Background: an optimization exercise with open tools, aiming at small area, a short achievable clock period and few clock cycles per item. Do not read the settings as production practice. Only simulation tests tie the RTL to the original design; equivalence was not proved.

--- flow/design.v ---
module salsa_qr (
   input  logic [31:0] a_i,
   input  logic [31:0] b_i,
   input  logic [31:0] c_i,
   input  logic [31:0] d_i,
   output logic [31:0] a_o,
   output logic [31:0] b_o,
   output logic [31:0] c_o,
   output logic [31:0] d_o
);
   logic [31:0] s0, s1, s2, s3;
   assign s0  = a_i + d_i;
   assign b_o = b_i ^ {s0[24:0], s0[31:25]};
   assign s1  = b_o + a_i;
   assign c_o = c_i ^ {s1[22:0], s1[31:23]};
   assign s2  = c_o + b_o;
   assign d_o = d_i ^ {s2[18:0], s2[31:19]};
   assign s3  = d_o + c_o;
   assign a_o = a_i ^ {s3[13:0], s3[31:14]};
endmodule
module salsa_dr_core (
   input  logic [511:0] s_i,
   output logic [511:0] s_o
);
   logic [31:0] x [16];
   logic [31:0] c [16];
   for (genvar i = 0; i < 16; i++) begin : g_words
      assign x[i] = s_i[511-32*i -: 32];
   end
   salsa_qr u_q0 (.a_i(x[0]),  .b_i(x[4]),  .c_i(x[8]),  .d_i(x[12]),
                  .a_o(c[0]),  .b_o(c[4]),  .c_o(c[8]),  .d_o(c[12]));
   salsa_qr u_q1 (.a_i(x[5]),  .b_i(x[9]),  .c_i(x[13]), .d_i(x[1]),
                  .a_o(c[5]),  .b_o(c[9]),  .c_o(c[13]), .d_o(c[1]));
   salsa_qr u_q2 (.a_i(x[10]), .b_i(x[14]), .c_i(x[2]),  .d_i(x[6]),
                  .a_o(c[10]), .b_o(c[14]), .c_o(c[2]),  .d_o(c[6]));
   salsa_qr u_q3 (.a_i(x[15]), .b_i(x[3]),  .c_i(x[7]),  .d_i(x[11]),
                  .a_o(c[15]), .b_o(c[3]),  .c_o(c[7]),  .d_o(c[11]));
   for (genvar i = 0; i < 4; i++) begin : g_row
      for (genvar j = 0; j < 4; j++) begin : g_col
         assign s_o[511-32*(4*i+j) -: 32] = c[4*j+i];
      end
   end
endmodule
module salsa_block_ctrl (
   input  logic         clk,
   input  logic         rst_n,
   input  logic [255:0] key,
   input  logic [63:0]  nonce,
   input  logic [63:0]  ctr_init,
   input  logic         ctr_load,
   input  logic         start,
   output logic [511:0] ks_block,
   output logic         ks_valid,
   input  logic         ks_ready,
   output logic         busy,
   output logic [63:0]  ctr
);
   localparam logic [31:0] SIGMA0 = 32'h6170_7865;
   localparam logic [31:0] SIGMA1 = 32'h3320_646e;
   localparam logic [31:0] SIGMA2 = 32'h7962_2d32;
   localparam logic [31:0] SIGMA3 = 32'h6b20_6574;
   logic [511:0] st;         
   logic [255:0] key_r;
   logic [63:0]  nonce_r;
   logic [4:0]   rnd;
   logic [511:0] init_in;    
   logic [511:0] init_reg;   
   logic [511:0] hr_out;
   logic [511:0] ff_sum;
   logic         last;
   assign init_in  = {SIGMA0, key[255:128], SIGMA1, nonce,
                      ctr[31:0], ctr[63:32], SIGMA2, key[127:0], SIGMA3};
   assign init_reg = {SIGMA0, key_r[255:128], SIGMA1, nonce_r,
                      ctr[31:0], ctr[63:32], SIGMA2, key_r[127:0], SIGMA3};
   salsa_dr_core u_hr (.s_i(st), .s_o(hr_out));
   always_comb begin
      ff_sum = '0;
      for (int i = 0; i < 16; i++) begin
         ff_sum[511-32*i -: 32] = st[511-32*i -: 32] + init_reg[511-32*i -: 32];
      end
   end
   assign last     = (rnd == 5'd20);
   assign ks_block = st;
   always_ff @(posedge clk) begin
      if (!busy) begin
         st      <= init_in;
         key_r   <= key;
         nonce_r <= nonce;
         rnd     <= '0;
      end else if (!ks_valid) begin
         st  <= last ? ff_sum : hr_out;
         rnd <= rnd + 5'd1;
      end
   end
   always_ff @(posedge clk or negedge rst_n) begin
      if (!rst_n) begin
         busy     <= 1'b0;
         ks_valid <= 1'b0;
         ctr      <= '0;
      end else if (!busy) begin
         if (ctr_load) ctr <= ctr_init;
         else if (start) busy <= 1'b1;
      end else if (!ks_valid) begin
         if (last) ks_valid <= 1'b1;
      end else if (ks_ready) begin
         ks_valid <= 1'b0;
         busy     <= 1'b0;
         ctr      <= ctr + 64'd1;
      end
   end
endmodule
module salsa20_core (
   input  logic         clk,
   input  logic         rst_n,
   input  logic [255:0] key,
   input  logic [63:0]  nonce,
   input  logic [63:0]  ctr_init,
   input  logic         ctr_load,
   input  logic         start,
   output logic [511:0] ks_block,
   output logic         ks_valid,
   input  logic         ks_ready,
   output logic         busy,
   output logic [63:0]  ctr
);
   salsa_block_ctrl u_ctrl (
      .clk(clk), .rst_n(rst_n), .key(key), .nonce(nonce), .ctr_init(ctr_init),
      .ctr_load(ctr_load), .start(start), .ks_block(ks_block), .ks_valid(ks_valid),
      .ks_ready(ks_ready), .busy(busy), .ctr(ctr));
endmodule
--- flow/run.sh ---
#!/bin/bash
# synth_recipe.tcl (not shown) runs the flow's synth.tcl, then flattens the netlist and writes it again
# the make line also repeats each setting of config.mk as NAME=value (left out here)
make -C /OpenROAD-flow-scripts/flow DESIGN_CONFIG=/design/flow/config.mk WORK_HOME=/design/flow/orfs CLKGATE_MAP_FILE= SYNTH_SCRIPT=/design/flow/synth_recipe.tcl finish
--- flow/config.mk ---
export PLATFORM = sky130hd
export DESIGN_NAME = salsa20_core
export DESIGN_NICKNAME = salsa20_core
export VERILOG_FILES = /design/flow/design.v
export SDC_FILE = /design/flow/constraint.sdc
export NUM_CORES = 4
export LEC_CHECK = 0
export CAP_MARGIN = 20
export CORE_MARGIN = 2
export CORE_UTILIZATION = 40
export SETUP_SLACK_MARGIN = 0.3
export SLEW_MARGIN = 20
--- flow/constraint.sdc ---
create_clock -name core_clock -period 13.0 [get_ports {clk}]
set_input_delay 2.6000 -clock core_clock [delete_from_list [all_inputs] [get_ports {clk}]]
set_output_delay 2.6000 -clock core_clock [all_outputs]
set_load 0.01 [all_outputs]
==> results of run 1 <==
[final cells by class]
cell class / count / area [um2] / area share [%]
Clock inverter: 73 / 714.4 / 0.7048
Antenna cell: 47 / 117.6 / 0.1160
Tap cell: 2688 / 3363 / 3.318
Timing Repair Buffer: 1356 / 12710 / 12.54
Multi-Input combinational cell: 7611 / 55220 / 54.47
Inverter: 210 / 795.8 / 0.7850
Clock buffer: 141 / 2994 / 2.954
Sequential cell: 903 / 25460 / 25.12
[path summary, 6_finish.rpt]
path / endpoint / slack, ps / depth (start not counted)
min in group asynchronous: u_ctrl.ctr[42] / 1920 / 1
max: u_ctrl.st[177] / 690 / 47
min: flip-flop / 540 / 2
max reg2reg: u_ctrl.st[177] / 690 / 47
min reg2reg: flip-flop / 540 / 2
max in group asynchronous: u_ctrl.busy / 10400 / 1
[layout by cell type (no fill, tap or decap), types with 56 or more instances in the layout]
cell type / n
a221oi_1: 56
a31oi_1: 93
a22oi_1: 82
clkdlybuf4s50_1: 965
nor2_1: 665
nand4_1: 74
o21ai_0: 531
o21a_1: 85
dfxtp_1: 132
a21oi_1: 969
o21bai_1: 125
a211oi_1: 65
o22ai_1: 61
and3_1: 92
xor2_1: 454
nor2b_1: 98
a221o_1: 110
ha_1: 879
a21o_1: 482
nor3_1: 124
buf_4: 382
nand2b_1: 114
xnor2_1: 756
edfxtp_1: 704
nand2_1: 582
o2bb2ai_1: 65
inv_1: 209
a22o_1: 78
clkbuf_16: 114
dfrtp_1: 64
nand3_1: 184
[metrics by stage]
step                      worst slack (ps)  instance area [um2]  utilization, %  instances
after global routing                 285.1               101300           49.53      13010
after CTS                            614.3               101000           49.37      12978
after floorplan                       1923                82390               -       9063
final                                688.4               101400           49.55      13029
after detailed placement             683.0                97290           47.55      12764
after global placement               660.9                97220           47.52      12763
[what timing repair did]
action	4_1_cts	5_1_grt
hold buffers	0	0
endpoints found under the setup margin	0	42
gates resized for setup	0	34
endpoints found under the hold margin	0	0
buffers inserted	0	3
[sequential cells by signal, summed over array words and instances (netlist names), named ones only]
signal and count:
u_ctrl.nonce_r 64, u_ctrl.ctr 64, u_ctrl.st 508, u_ctrl.busy 1
u_ctrl.ks_valid 1, u_ctrl.key_r 256, u_ctrl.rnd 5
[worst max-delay path: cells and delay by family, from the launching register on]
family	cells	cell delay, ps
XOR/XNOR	5	1330
buffers and inverters	2	400
adder cells (fa/ha/maj)	4	1520
AO/OA/AOI/OAI	32	7590
AND/OR/NAND/NOR	4	710
flip-flops	1	590
[per-layer routing]
layer / vias to the layer above / GRT usage, % / wire length (um)
met5: - / 0 / 177
met3: 1132 / 10.67 / 51440
met4: 24 / 34.15 / 43710
met2: 5396 / 64.50 / 200600
li1: 36395 / - / -
met1: 41161 / 56.07 / 187100
[cells by family after synthesis]
kind of cell | synth area share (%)
AND/OR/NAND/NOR | 12.45
multiplexers | 0.6257
buffers and inverters | 2.797
XOR/XNOR | 13.58
AO/OA/AOI/OAI | 25.61
adder cells (fa/ha/maj) | 14.03
flip-flops | 30.90
==> results.py, run 1 <==
metrics = {
    "critical_path": {
        "worst_ep_arrival_time_ps": 12960,
        "rr_startpoint": "u_ctrl.st[289]",
        "slowest_stage": "edfxtp_1",
        "endpoint_kind": "flip-flop",
        "cpPeakStageDelay_ps": 590,
        "crit_fanout": 6,
        "startpoint": "u_ctrl.st[289]",
        "crit_type": "reg2reg",
        "critPathMostFrequentCell": "a21oi_1",
        "crit_required_ps": 13650,
        "start_kind": "flip-flop",
    },
    "placed_design": {
        "post-dp-hpwl_mm": 392.2,
        "gp_congestion": 1.080,
        "io_buffers": 966,
    },
    "logic_synthesis": {
        "synthMostInstantiatedCell": "a21oi_1",
        "netlist_instances": 9063,
        "yosys.cell_types.count": 109,
        "synth_top_area_share_pct": 25.66,
        "synthFlopType": "edfxtp_1",
        "synth_area_leader_cell": "edfxtp_1",
        "synth_nets": 10359,
        "yosysWarnings": 5,
        "synth_area_leaders": "edfxtp_1 26%, ha_1 13%, xnor2_1 8.6%",
        "synth_area_mm2": 0.08239,
        "synth_edf_count": 704,
        "yosys-top-cells-count": "972 x a21oi_1, 879 x ha_1, 808 x xnor2_1",
        "syn_avg_cell_area_um2": 9.091,
        "ys_async_sr_fraction_pct": 7.309,
        "ys_ff_latch": 903,
        "seq_area_frac_synth_pct": 30.90,
    },
    "timing": {
        "skew_ps": 76.07,
        "setup_viol": 0,
        "fmax_mhz": 81.22,
        "relSlewSlack_pct": 10.40,
        "hold_ws_ps": 537.1,
        "hold_viol": 0,
        "worst_pin_slew_ps": 1334,
        "fin_crit_sh_pct": 94.70,
        "fin_setup_tns_ps": 0,
        "min_period_ps": 12310,
        "rsz0062_at_grt": "true",
        "slew_viol_final": 0,
    },
    "cells_and_area": {
        "nFillCells": 19172,
        "layout.nets": 11491,
        "layout-drive-gt1-share_pct": 7.082,
        "areaGrowthSynthToFinish_pct": 23.04,
    },
    "floorplanning": {
        "initial_core_util_pct": 40.27,
        "ios": 967,
        "die-height_um": 457.8,
        "num_rows": 166,
        "core_mm2": 0.2046,
        "die_w_um": 457.8,
        "die_area_mm2": 0.2096,
    },
    "grt": {
        "grt_usage_pct": 44.21,
        "grt_max_degree": 168,
        "first_global_vias": 78020,
        "antenna_found_initial": 95,
        "grt.overflow.total": 0,
        "grt_pass1_wl_mm": 642.3,
    },
    "clock_network": {
        "clockBufferDepth": 3,
        "clkSinkCount": 903,
        "cts_made_buffers": 113,
        "clockRootBuffer": "clkbuf_16",
        "cts_tree": "yes",
        "htree_levels": 3,
        "clk_pin_slew_worst_paths_ps": 60,
        "clock_latency_ps": 840,
    },
    "routing": {
        "wirelength_mm": 483.1,
        "vias_per_cell": 6.455,
        "drtPass1Iterations": 6,
        "drc_errors": 0,
        "vias": 84108,
        "drtAntennaViolNets": 0,
        "wl_per_cell_um": 37.08,
        "drtIter0Drc": 11398,
    },
    "min_path": {
        "hold_class": "reg2reg",
    },
    "status": {
        "outcome": "complete, no violations",
    },
    "flow_run": {
        "max-cap-violations": 0,
    },
}
Testbench counts, summed over its fixed seeds: cycles 5,888, blocks 256.
==> run 2: changes to the inputs <==
--- a/flow/design.v
+++ b/flow/design.v
@@ -1,3 +1,29 @@
+module salsa_add (
+   input  logic [31:0] x,
+   input  logic [31:0] y,
+   output logic [31:0] s
+);
+   function automatic logic [31:0] add_sk(input logic [31:0] a, input logic [31:0] b);
+      logic [31:0] p0, p, g, pn, gn;
+      p0 = a ^ b;
+      p  = p0;
+      g  = a & b;
+      for (int l = 0; l < 5; l++) begin
+         pn = p;
+         gn = g;
+         for (int i = 0; i < 32; i++) begin
+            if (((i >> l) & 1) == 1) begin
+               gn[i] = g[i] | (p[i] & g[((i >> l) << l) - 1]);
+               pn[i] = p[i] & p[((i >> l) << l) - 1];
+            end
+         end
+         p = pn;
+         g = gn;
+      end
+      add_sk = p0 ^ {g[30:0], 1'b0};
+   endfunction
+   assign s = add_sk(x, y);
+endmodule
 module salsa_qr (
    input  logic [31:0] a_i,
    input  logic [31:0] b_i,
@@ -9,13 +35,13 @@
    output logic [31:0] d_o
 );
    logic [31:0] s0, s1, s2, s3;
-   assign s0  = a_i + d_i;
+   salsa_add u_s0 (.x(a_i), .y(d_i), .s(s0));
    assign b_o = b_i ^ {s0[24:0], s0[31:25]};
-   assign s1  = b_o + a_i;
+   salsa_add u_s1 (.x(b_o), .y(a_i), .s(s1));
    assign c_o = c_i ^ {s1[22:0], s1[31:23]};
-   assign s2  = c_o + b_o;
+   salsa_add u_s2 (.x(c_o), .y(b_o), .s(s2));
    assign d_o = d_i ^ {s2[18:0], s2[31:19]};
-   assign s3  = d_o + c_o;
+   salsa_add u_s3 (.x(d_o), .y(c_o), .s(s3));
    assign a_o = a_i ^ {s3[13:0], s3[31:14]};
 endmodule
 module salsa_dr_core (
@@ -73,11 +99,9 @@
    assign init_reg = {SIGMA0, key_r[255:128], SIGMA1, nonce_r,
                       ctr[31:0], ctr[63:32], SIGMA2, key_r[127:0], SIGMA3};
    salsa_dr_core u_hr (.s_i(st), .s_o(hr_out));
-   always_comb begin
-      ff_sum = '0;
-      for (int i = 0; i < 16; i++) begin
-         ff_sum[511-32*i -: 32] = st[511-32*i -: 32] + init_reg[511-32*i -: 32];
-      end
+   for (genvar i = 0; i < 16; i++) begin : g_ff
+      salsa_add u_ff (.x(st[511-32*i -: 32]), .y(init_reg[511-32*i -: 32]),
+                      .s(ff_sum[511-32*i -: 32]));
    end
    assign last     = (rnd == 5'd20);
    assign ks_block = st;
--- a/flow/config.mk
+++ b/flow/config.mk
@@ -7,6 +7,6 @@
 export LEC_CHECK = 0
 export CAP_MARGIN = 20
 export CORE_MARGIN = 2
-export CORE_UTILIZATION = 40
-export SETUP_SLACK_MARGIN = 0.3
+export CORE_UTILIZATION = 52
+export SETUP_SLACK_MARGIN = 2
 export SLEW_MARGIN = 20
==> run 2 against run 1 <==
Largest cell class unchanged; clock-buffer cell count increased by 13; highest routed layer unchanged; non-clock buffer count is 51 higher; critical endpoint is now u_ctrl.st[337]; critical path depth unchanged; sequential cell count unchanged; global-route usage increased by 10 points; critical path type unchanged; synthesized cell count fell by 16%.
==> results.py, run 2 <==
metrics = {
    "grt": {
        "first_global_vias": 70367,
        "use_met3_pct": 20.54,
        "global_route.usage.met2_pct": 76.25,
        "grt.overflow.total": 0,
        "antenna_found_initial": 68,
        "grt_pass1_wl_mm": 554.0,
        "grt-busiest-layer": "met2",
        "grt_max_degree": 164,
        "grt_usage_pct": 54.47,
        "met1_usage_pct": 64.14,
    },
    "routing": {
        "vias": 75926,
        "drtIter0Drc": 11690,
        "vias_per_cell": 6.970,
        "drtAntennaViolNets": 0,
        "drc_errors": 0,
        "wirelength_mm": 413.0,
        "drtPass1Iterations": 8,
        "wl_per_cell_um": 37.91,
    },
    "critical_path": {
        "path_buf_inv": 1,
        "critPathMostFrequentCell": "a21oi_1",
        "cp_top_family": "compound AO/OA/AOI/OAI gates",
        "crit_type": "reg2reg",
        "ff2ff_path_depth": 47,
        "slowest_stage": "edfxtp_1",
        "cpPeakStageDelay_ps": 910,
        "start_kind": "flip-flop",
        "crit_fanout": 4,
        "cp.depth": 47,
        "endpoint_kind": "flip-flop",
        "crit_required_ps": 13610,
        "rrSetupSlack_ps": 1940,
        "worst_ep_arrival_time_ps": 11670,
    },
    "timing": {
        "min_period_ps": 11060,
        "slew_viol_final": 0,
        "fin_crit_sh_pct": 85.08,
        "rsz0062_at_grt": "true",
        "worst_pin_slew_ps": 1395,
        "relSlewSlack_pct": 6.333,
        "skew_ps": 64.81,
        "fmax_mhz": 90.41,
        "setup_viol": 0,
        "hold_viol": 0,
        "fin_setup_tns_ps": 0,
    },
    "cells_and_area": {
        "final_core_util_pct": 66.38,
        "largest-register": "u_ctrl.st",
        "areaGrowthSynthToFinish_pct": 27.24,
        "layout-drive-gt1-share_pct": 10.83,
        "final_common_cell": "clkdlybuf4s50_1",
        "layout.nets": 10248,
        "largest_reg_flops": 508,
        "nFillCells": 11204,
        "final-instance-count-excl-fill": 10893,
        "largestRegisters": "u_ctrl.st (508), u_ctrl.key_r (256)",
        "final_cell_mix": "965 x clkdlybuf4s50_1, 836 x ha_1, 704 x edfxtp_1",
    },
    "logic_synthesis": {
        "synth_nets": 8982,
        "netlist_instances": 7593,
        "yosys.area_share.simple_pct": 10.10,
        "synth_area_leaders": "edfxtp_1 28%, ha_1 14%, xnor2_1 9.1%",
        "synth_area_leader_cell": "edfxtp_1",
        "syn_avg_cell_area_um2": 9.834,
        "synth_edf_count": 704,
        "yosys-top-cells-count": "860 x ha_1, 779 x xnor2_1, 704 x edfxtp_1",
        "ys_ff_latch": 903,
        "synth_area_mm2": 0.07467,
        "synth-xor-area-share_pct": 13.64,
        "seq_area_frac_synth_pct": 34.09,
        "synthMostInstantiatedCell": "ha_1",
        "synthAdderAreaFrac_pct": 18.16,
        "yosys.cell_types.count": 84,
        "synth_top_area_share_pct": 28.31,
        "yosysWarnings": 6,
        "synth_compound_area_share_pct": 20.39,
        "synth_top_family_by_area": "compound AO/OA/AOI/OAI gates",
        "synthFlopType": "edfxtp_1",
        "muxShareOfSynthArea_pct": 0.6334,
        "ys_async_sr_fraction_pct": 7.309,
    },
    "clock_network": {
        "cts_tree": "yes",
        "clkSinkCount": 903,
        "cts_made_buffers": 105,
        "clock_latency_ps": 760,
        "clockBufferDepth": 3,
        "clk_pin_slew_worst_paths_ps": 70,
        "clockRootBuffer": "clkbuf_16",
        "htree_levels": 3,
    },
    "floorplanning": {
        "initial_core_util_pct": 52.17,
        "core_mm2": 0.1431,
        "ios": 967,
        "num_rows": 139,
        "die-height_um": 382.9,
        "die_area_mm2": 0.1466,
        "die_w_um": 382.9,
    },
    "placed_design": {
        "dp.cells": 10536,
        "gp_congestion": 1.135,
        "io_buffers": 966,
        "post-dp-hpwl_mm": 324.9,
    },
    "min_path": {
        "hold_class": "reg2reg",
        "hold_depth": 2,
    },
    "flow_run": {
        "max-cap-violations": 0,
    },
    "status": {
        "outcome": "complete, no violations",
    },
}
==> run 2: cell count changes after synthesis, sizes merged, moves of 31 or more <==
cell / change
buf: -77
nand3: -42
a31oi: -45
o21ai: -169
o21bai: -44
xor2: -78
nand2: -251
a21oi: -300
fa: +112
nor2b: -31
nor2: -130
nand2b: -46
a21o: -203
inv: +137
==> run 2: cell type report <==
class	count	area [um2]	area share, %
flip-flops and latches	903	25490	26.83
diodes	41	102.6	0.1080
repair buffers	1407	13040	13.73
inverters	347	1318	1.387
multi-input cells	6095	49140	51.72
clock inverters	43	460.4	0.4846
clock buffers	154	3079	3.241
well taps	1903	2381	2.506
==> run 2: cell families after synthesis <==
family | after synthesis
DFF | 903
buffers and inverters | 595
AOI/OAI and AO/OA | 2302
muxes | 47
adders and majority gates | 1000
and+or+nand+nor | 1586
xor gates and xnor gates | 1160
==> run 2: path summary, 6_finish.rpt <==
check | endpoint | from
max | u_ctrl.st[337] | u_ctrl.st[465]
min | flip-flop | flip-flop
max reg2reg | u_ctrl.st[337] | u_ctrl.st[465]
min reg2reg | flip-flop | flip-flop
max in group asynchronous | u_ctrl.busy | rst_n
min in group asynchronous | u_ctrl.ctr[45] | rst_n
==> run 2: per-stage QoR <==
step / instance area [um2] / hold slack, ps / setup WS (ps)
after floorplan: 74670 / 494.3 / 2004
after global placement: 88460 / 514.2 / 449.5
after detailed placement: 88500 / 543.1 / 380.1
after CTS: 93010 / 533.1 / 1988
after global routing: 94930 / 559.8 / 1595
final: 95010 / 537.4 / 1939
==> run 2: tightest hold or removal path: stages (launching register included) <==
cell and delay, ps:
dfxtp_4 370, o21ai_0 70, a21oi_1 60
==> run 2: repair_timing <==
action                                  4_1_cts  5_1_grt
buffers inserted                             44       74
gates cloned                                  0        0
endpoints found under the setup margin      101       86
hold buffers                                  0        0
pin swaps                                    41      155
resized for setup                           123      224
==> run 2: layer usage <==
layer	up-vias	routed length, um	share of wire [%]
li1	30710	-	-
met4	48	49360	12
met1	36120	134800	33
met2	7086	163300	40
met5	-	315	0.076
met3	1962	65180	16
Testbench counts of run 2, summed over its fixed seeds: cycles 5,888, blocks 256.
==> run 3: changes to the inputs <==
--- a/flow/config.mk
+++ b/flow/config.mk
@@ -5,8 +5,9 @@
 export SDC_FILE = /design/flow/constraint.sdc
 export NUM_CORES = 4
 export LEC_CHECK = 0
+export ABC_AREA = 1
 export CAP_MARGIN = 20
 export CORE_MARGIN = 2
-export CORE_UTILIZATION = 52
-export SETUP_SLACK_MARGIN = 2
+export CORE_UTILIZATION = 40
+export SETUP_SLACK_MARGIN = 0.3
 export SLEW_MARGIN = 20
==> run 3 against run 2 <==
Highest routed layer unchanged; core utilization shrank 18 points; clock skew shrank 18 ps; synthesized cell count grew 41%; cell area grew 4.4%; synthesized area grew 9.6%; critical path type unchanged.
==> results.py, run 3 <==
metrics = {
    "grt": {
        "grt_max_degree": 126,
        "first_global_vias": 78239,
        "grt_pass1_wl_mm": 635.7,
        "grt_usage_pct": 44.03,
        "grt.overflow.total": 0,
        "antenna_found_initial": 63,
    },
    "clock_network": {
        "cts_made_buffers": 114,
        "clock_latency_ps": 830,
        "hold_buffers": 0,
        "clockBufferDepth": 3,
        "clkSinkCount": 903,
        "postCtsSetupBuffers": 0,
        "cts_tree": "yes",
        "clockRootBuffer": "clkbuf_16",
        "clk_pin_slew_worst_paths_ps": 70,
        "ctsResizeCount": 0,
        "htree_levels": 3,
    },
    "critical_path": {
        "worst_ep_arrival_time_ps": 12140,
        "crit_fanout": 8,
        "startpoint": "u_ctrl.st[448]",
        "cpPeakStageDelay_ps": 700,
        "crit_end": "u_ctrl.st[322]",
        "rrSetupSlack_ps": 1520,
        "critPathMostFrequentCell": "nand2_1",
        "rr_startpoint": "u_ctrl.st[448]",
        "ff2ff_path_depth": 51,
        "crit_required_ps": 13660,
        "slowest_stage": "xor2_1",
        "worst_r2r_endpoint": "u_ctrl.st[322]",
        "crit_type": "reg2reg",
        "endpoint_kind": "flip-flop",
        "start_kind": "flip-flop",
    },
    "timing": {
        "fin_setup_tns_ps": 0,
        "setup_slack_ps": 1519,
        "fin_crit_sh_pct": 88.32,
        "min_period_ps": 11480,
        "rsz0062_at_grt": "false",
        "fmax_mhz": 87.10,
        "slew_viol_final": 0,
        "worst_pin_slew_ps": 1335,
        "setup_viol": 0,
        "relSlewSlack_pct": 10.68,
        "hold_viol": 0,
        "skew_ps": 47.29,
    },
    "floorplanning": {
        "ios": 967,
        "die_w_um": 456.3,
        "die_area_mm2": 0.2082,
        "die-height_um": 456.3,
        "num_rows": 166,
        "initial_core_util_pct": 40.11,
        "core_mm2": 0.2040,
    },
    "placed_design": {
        "post-dp-hpwl_mm": 386.6,
        "dpl_cell_area_mm2": 0.09533,
        "dp.cells": 14325,
        "pre_cts_slack_ps": 2016,
        "gp_congestion": 1.118,
        "io_buffers": 966,
    },
    "routing": {
        "wl_per_cell_um": 32.57,
        "vias": 85693,
        "drc_errors": 0,
        "drtIter0Drc": 11638,
        "wirelength_mm": 474.8,
        "vias_per_cell": 5.878,
        "drtPass1Iterations": 10,
        "drtAntennaViolNets": 0,
    },
    "logic_synthesis": {
        "synth_area_mm2": 0.08181,
        "synth_edf_count": 704,
        "synth_area_leader_cell": "edfxtp_1",
        "seq_area_frac_synth_pct": 31.11,
        "ys_ff_latch": 903,
        "syn_avg_cell_area_um2": 7.618,
        "yosysWarnings": 6,
        "yosys-top-cells-count": "2548 x nand2_1, 1470 x inv_1, 860 x ha_1",
        "synth_nets": 12128,
        "netlist_instances": 10739,
        "ys_async_sr_fraction_pct": 7.309,
        "synth_top_area_share_pct": 25.84,
        "yosys.cell_types.count": 71,
        "synthFlopType": "edfxtp_1",
        "synth_area_leaders": "edfxtp_1 26%, ha_1 13%, nand2_1 12%",
        "synthMostInstantiatedCell": "nand2_1",
    },
    "cells_and_area": {
        "final-instance-count-excl-fill": 14579,
        "register_area_mm2": 0.02546,
        "final_area_mm2": 0.09917,
        "largest-register": "u_ctrl.st",
        "largest_reg_flops": 508,
        "areaGrowthSynthToFinish_pct": 21.21,
        "final_cell_mix": "2547 x nand2_1, 1469 x inv_1, 965 x clkdlybuf4s50_1",
        "nFillCells": 20098,
        "layout-drive-gt1-share_pct": 5.162,
        "final_common_cell": "nand2_1",
        "largestRegisters": "u_ctrl.st (508), u_ctrl.key_r (256)",
        "multiInputGateArea_mm2": 0.05004,
        "layout.nets": 13143,
    },
    "status": {
        "outcome": "complete, no violations",
    },
    "min_path": {
        "hold_depth": 1,
        "hold_class": "reg2reg",
    },
    "flow_run": {
        "max-cap-violations": 0,
    },
}
## run 3: cell types whose count changed after synthesis, sizes merged, moves of 208 or more
cell | previous run | this run
nand2 | 333 | 2591
inv | 347 | 1484
nand3 | 142 | 774
xnor2 | 780 | 267
nor2 | 542 | 786
a21o | 280 | 72
## run 3: layer usage
| layer | vias to the layer above | part of all wire, % | track usage [%] |
|---|---|---|---|
| li1 | 38052 | - | - |
| met1 | 41205 | 39 | 56.65 |
| met2 | 5292 | 41 | 64.22 |
| met3 | 1116 | 10 | 8.793 |
| met4 | 28 | 9.6 | 35.21 |
| met5 | - | 0.040 | 0 |
## run 3: how the worst min path moves through the flow
| stage | start | endpoint | slack [ps] |
|---|---|---|---|
| floorplan | u_ctrl.rnd[3] | u_ctrl.rnd[3] | 440 |
| global placement | u_ctrl.rnd[3] | u_ctrl.rnd[3] | 460 |
| detailed placement | u_ctrl.rnd[3] | u_ctrl.rnd[3] | 470 |
| CTS | u_ctrl.rnd[3] | u_ctrl.rnd[3] | 490 |
| global route | u_ctrl.rnd[3] | u_ctrl.rnd[3] | 510 |
| finish | u_ctrl.rnd[3] | u_ctrl.rnd[3] | 490 |
## run 3: cell families after synthesis
kind of cell	synth area share, %
AND/OR/NAND/NOR	24.08
buffers and inverters	7.896
flip-flops	31.11
XOR/XNOR	7.376
AO/OA/AOI/OAI	12.96
adder cells (fa/ha/maj)	16.58
## run 3: critical path: cells and delay by family (launching register included)
family	cells	cell delay [ps]
and+or+nand+nor	25	3570
buffers and inverters	6	470
AOI/OAI and AO/OA	9	2300
xor gates and xnor gates	4	1970
adders and majority gates	7	2480
DFF	1	500
## run 3: layout make-up
| class | count | area share (%) |
|---|---|---|
| Timing Repair Buffer | 1121 | 10.97 |
| Multi-Input combinational cell | 8129 | 50.46 |
| Clock inverter | 84 | 0.7797 |
| Inverter | 1485 | 5.641 |
| Antenna cell | 36 | 0.09084 |
| Sequential cell | 903 | 25.67 |
| Clock buffer | 133 | 2.989 |
| Tap cell | 2688 | 3.391 |
## run 3: stage by stage
| step | util, % | hold slack, ps |
|---|---|---|
| final | 48.62 | 489.6 |
| after global routing | 48.59 | 507.3 |
| after CTS | 48.57 | 486.4 |
| after detailed placement | 46.74 | 470.4 |
| after global placement | 46.72 | 463.2 |
| after floorplan | - | 443.5 |
==> run 4: changes to the inputs <==
--- a/flow/design.v
+++ b/flow/design.v
@@ -24,6 +24,38 @@
    endfunction
    assign s = add_sk(x, y);
 endmodule
+module salsa_addxor #(
+   parameter int R = 7
+) (
+   input  logic [31:0] x,
+   input  logic [31:0] y,
+   input  logic [31:0] w,
+   output logic [31:0] z
+);
+   function automatic logic [31:0] carries(input logic [31:0] a, input logic [31:0] b);
+      logic [31:0] p, g, pn, gn;
+      p = a ^ b;
+      g = a & b;
+      for (int l = 0; l < 5; l++) begin
+         pn = p;
+         gn = g;
+         for (int i = 0; i < 32; i++) begin
+            if (((i >> l) & 1) == 1) begin
+               gn[i] = g[i] | (p[i] & g[((i >> l) << l) - 1]);
+               pn[i] = p[i] & p[((i >> l) << l) - 1];
+            end
+         end
+         p = pn;
+         g = gn;
+      end
+      carries = {g[30:0], 1'b0};
+   endfunction
+   logic [31:0] p, c, wp;
+   assign p  = x ^ y;
+   assign c  = carries(x, y);
+   assign wp = w ^ {p[31-R:0], p[31:32-R]};
+   assign z  = wp ^ {c[31-R:0], c[31:32-R]};
+endmodule
 module salsa_qr (
    input  logic [31:0] a_i,
    input  logic [31:0] b_i,
@@ -34,15 +66,10 @@
    output logic [31:0] c_o,
    output logic [31:0] d_o
 );
-   logic [31:0] s0, s1, s2, s3;
-   salsa_add u_s0 (.x(a_i), .y(d_i), .s(s0));
-   assign b_o = b_i ^ {s0[24:0], s0[31:25]};
-   salsa_add u_s1 (.x(b_o), .y(a_i), .s(s1));
-   assign c_o = c_i ^ {s1[22:0], s1[31:23]};
-   salsa_add u_s2 (.x(c_o), .y(b_o), .s(s2));
-   assign d_o = d_i ^ {s2[18:0], s2[31:19]};
-   salsa_add u_s3 (.x(d_o), .y(c_o), .s(s3));
-   assign a_o = a_i ^ {s3[13:0], s3[31:14]};
+   salsa_addxor #(.R(7))  u_s0 (.x(a_i), .y(d_i), .w(b_i), .z(b_o));
+   salsa_addxor #(.R(9))  u_s1 (.x(b_o), .y(a_i), .w(c_i), .z(c_o));
+   salsa_addxor #(.R(13)) u_s2 (.x(c_o), .y(b_o), .w(d_i), .z(d_o));
+   salsa_addxor #(.R(18)) u_s3 (.x(d_o), .y(c_o), .w(a_i), .z(a_o));
 endmodule
 module salsa_dr_core (
    input  logic [511:0] s_i,
==> flow/config.mk (replaced) <==
export PLATFORM = sky130hd
export DESIGN_NAME = salsa20_core
export DESIGN_NICKNAME = salsa20_core
export VERILOG_FILES = /design/flow/design.v
export SDC_FILE = /design/flow/constraint.sdc
export NUM_CORES = 4
export LEC_CHECK = 0
export CAP_MARGIN = 20
export CORE_MARGIN = 2
export CORE_UTILIZATION = 52
export SETUP_SLACK_MARGIN = 2
export SLEW_MARGIN = 20
==> run 4 against run 3 <==
Clock-buffer cell count up 9; critical endpoint is now u_ctrl.st[335]; first-iteration DRC count down 8.4%; synthesized area down 8.9%.
==> results.py, run 4 <==
metrics = {
    "grt": {
        "grt_usage_pct": 52.96,
        "grt_pass1_wl_mm": 540.5,
        "grt_max_degree": 175,
        "grt.overflow.total": 0,
        "antenna_found_initial": 58,
        "first_global_vias": 69619,
    },
    "cells_and_area": {
        "layout-drive-gt1-share_pct": 8.151,
        "register_area_mm2": 0.02547,
        "final_cell_mix": "965 x clkdlybuf4s50_1, 869 x ha_1, 793 x xnor2_1",
        "largest_reg_flops": 508,
        "largest-register": "u_ctrl.st",
        "nFillCells": 11380,
        "areaGrowthSynthToFinish_pct": 24.81,
        "layout.nets": 10125,
        "multiInputGateArea_mm2": 0.04823,
        "largestRegisters": "u_ctrl.st (508), u_ctrl.key_r (256)",
        "final_common_cell": "clkdlybuf4s50_1",
    },
    "timing": {
        "hold_viol": 0,
        "hold_ws_ps": 479.9,
        "min_period_ps": 10770,
        "slew_viol_final": 0,
        "setup_viol": 0,
        "fin_setup_tns_ps": 0,
        "worst_pin_slew_ps": 1353,
        "fin_crit_sh_pct": 82.85,
        "skew_ps": 82.95,
        "rsz0062_at_grt": "false",
        "relSlewSlack_pct": 9.125,
        "fmax_mhz": 92.84,
    },
    "logic_synthesis": {
        "ys_ff_latch": 903,
        "synth_nets": 8983,
        "syn_avg_cell_area_um2": 9.727,
        "synth_area_leader_cell": "edfxtp_1",
        "seq_area_frac_synth_pct": 34.17,
        "synth_area_leaders": "edfxtp_1 28%, ha_1 15%, xnor2_1 9.9%",
        "synthFlopType": "edfxtp_1",
        "synth_top_area_share_pct": 28.38,
        "synth_area_mm2": 0.07449,
        "synth_edf_count": 704,
        "yosys.cell_types.count": 89,
        "yosys-top-cells-count": "876 x ha_1, 840 x xnor2_1, 739 x a21oi_1",
        "ys_async_sr_fraction_pct": 7.309,
        "netlist_instances": 7658,
        "synthMostInstantiatedCell": "ha_1",
        "yosysWarnings": 10,
    },
    "clock_network": {
        "clk_pin_slew_worst_paths_ps": 70,
        "clock_latency_ps": 800,
        "clockBufferDepth": 3,
        "clkSinkCount": 903,
        "htree_levels": 3,
        "cts_made_buffers": 107,
        "cts_tree": "yes",
        "clockRootBuffer": "clkbuf_16",
    },
    "floorplanning": {
        "die_area_mm2": 0.1463,
        "die_w_um": 382.5,
        "core_mm2": 0.1419,
        "num_rows": 138,
        "die-height_um": 382.5,
        "ios": 967,
        "initial_core_util_pct": 52.48,
    },
    "critical_path": {
        "worst_ep_arrival_time_ps": 11400,
        "startpoint": "u_ctrl.st[449]",
        "ff2ff_path_depth": 35,
        "start_kind": "flip-flop",
        "rr_startpoint": "u_ctrl.st[449]",
        "cpPeakStageDelay_ps": 980,
        "slowest_stage": "xnor2_1",
        "crit_fanout": 6,
        "endpoint_kind": "flip-flop",
        "crit_required_ps": 13630,
        "critPathMostFrequentCell": "a21o_1",
        "crit_type": "reg2reg",
    },
    "min_path": {
        "hold_class": "reg2reg",
        "hold_depth": 2,
        "holdCritStartpoint": "u_ctrl.st[482]",
    },
    "placed_design": {
        "post-dp-hpwl_mm": 316.6,
        "io_buffers": 966,
        "gp_congestion": 1.149,
    },
    "status": {
        "outcome": "complete, no violations",
    },
    "routing": {
        "drtIter0Drc": 10658,
        "vias_per_cell": 6.929,
        "wl_per_cell_um": 37.15,
        "wirelength_mm": 402.4,
        "drc_errors": 0,
        "vias": 75040,
        "drtPass1Iterations": 9,
        "drtAntennaViolNets": 0,
    },
    "flow_run": {
        "max-cap-violations": 0,
    },
}
==> run 4: changes by cell type after synthesis, sizes merged, moves of 244 or more <==
cell / delta
nand2: -2198
inv: -1197
nand3: -646
xnor2: +573
nor2: -304
a21o: +244
==> run 4: worst max-delay path, delay by kind of cell (launching register included) <==
family,cells,cell delay [ps]
AND/OR/NAND/NOR,4,1100
flip-flops,1,570
XOR/XNOR,4,1770
AO/OA/AOI/OAI,20,5310
adder cells (fa/ha/maj),4,1360
buffers and inverters,3,520
==> run 4: worst paths after layout <==
kind	end	slack [ps]
max	u_ctrl.st[335]	2230
min	u_ctrl.st[482]	480
max reg2reg	u_ctrl.st[335]	2230
min reg2reg	u_ctrl.st[482]	480
max in group asynchronous	u_ctrl.ks_valid	10330
min in group asynchronous	u_ctrl.ctr[58]	1940
==> run 4: layer usage <==
| metal | part of all wire, % | global-route usage, % | vias to the layer above |
|---|---|---|---|
| li1 | - | - | 30944 |
| met3 | 15 | 20.46 | 1781 |
| met2 | 40 | 74.78 | 6399 |
| met4 | 12 | 48.62 | 32 |
| met1 | 33 | 61.63 | 35884 |
| met5 | 0.074 | 0 | - |
==> run 4: kinds of logic (layout without fill, tap and decap cells) <==
kind of cell / after synthesis / in the layout / synth area share (%)
AO/OA/AOI/OAI: 2383 / 2383 / 21.11
adder cells (fa/ha/maj): 936 / 936 / 16.33
buffers and inverters: 531 / 1768 / 2.676
multiplexers: 51 / 51 / 0.6937
AND/OR/NAND/NOR: 1605 / 1605 / 10.34
other: 0 / 45 / 0
flip-flops: 903 / 903 / 34.17
XOR/XNOR: 1249 / 1249 / 14.69
==> run 4: cell type report <==
class / count / share of cell area [%]
diodes: 45 / 0.1211
clock buffers: 142 / 3.175
flip-flops and latches: 903 / 27.39
multi-input cells: 6224 / 51.87
clock inverters: 62 / 0.7388
well taps: 1890 / 2.544
repair buffers: 1277 / 12.99
inverters: 287 / 1.167
==> run 4: per-stage QoR <==
stage	worst slack [ps]	utilization, %	std cells	instance area, um2
6_report	2229	65.50	10830	92970
5_1_grt	1957	65.45	10799	92890
4_1_cts	1953	64.77	10750	91930
2_1_floorplan	2294	-	7658	74490
3_3_place_gp	651.3	61.80	10524	87710
3_5_place_dp	635.9	61.83	10526	87750
==> run 4: what timing repair did <==
action / CTS / global route
pin swaps: 19 / 53
setup buffers: 20 / 35
resized for setup: 71 / 114
hold buffers: 0 / 0
endpoints found under the setup margin: 92 / 96
Testbench counts of run 4, summed over its fixed seeds: cycles 5,888, blocks 256.

==> separate check: timing with driven ports <==
In the flow no input, the clock included, has a driving cell. The finished layouts below were timed again as built, in two steps.
Step 1 assumes that a clkbuf_16 drives the clock port and a buf_2 every other input.
Step 2 times the ports against the registers' clock, not the clock port: input delays grow and output delays shrink by t, the midpoint of the rising clock arrivals with the driver on.
Slacks: ideal / step 1 / step 2; pairs: ideal / step 1.
run	t (ns)	setup WS [ns]	worst setup path after step 2	latest minus earliest clock arrival (ns)	worst slew at a driven data input, ns
run 1	0.907	0.688 / 0.688 / 0.688	register to register	0.080 / 0.080	0.25
run 2	0.829	1.939 / 1.939 / 1.939	register to register	0.065 / 0.065	0.25
run 3	0.912	1.519 / 1.519 / 1.519	register to register	0.048 / 0.048	0.26
run 4	0.847	2.229 / 2.229 / 2.229	register to register	0.083 / 0.084	0.24
After both steps setup and hold are still met in every run listed.
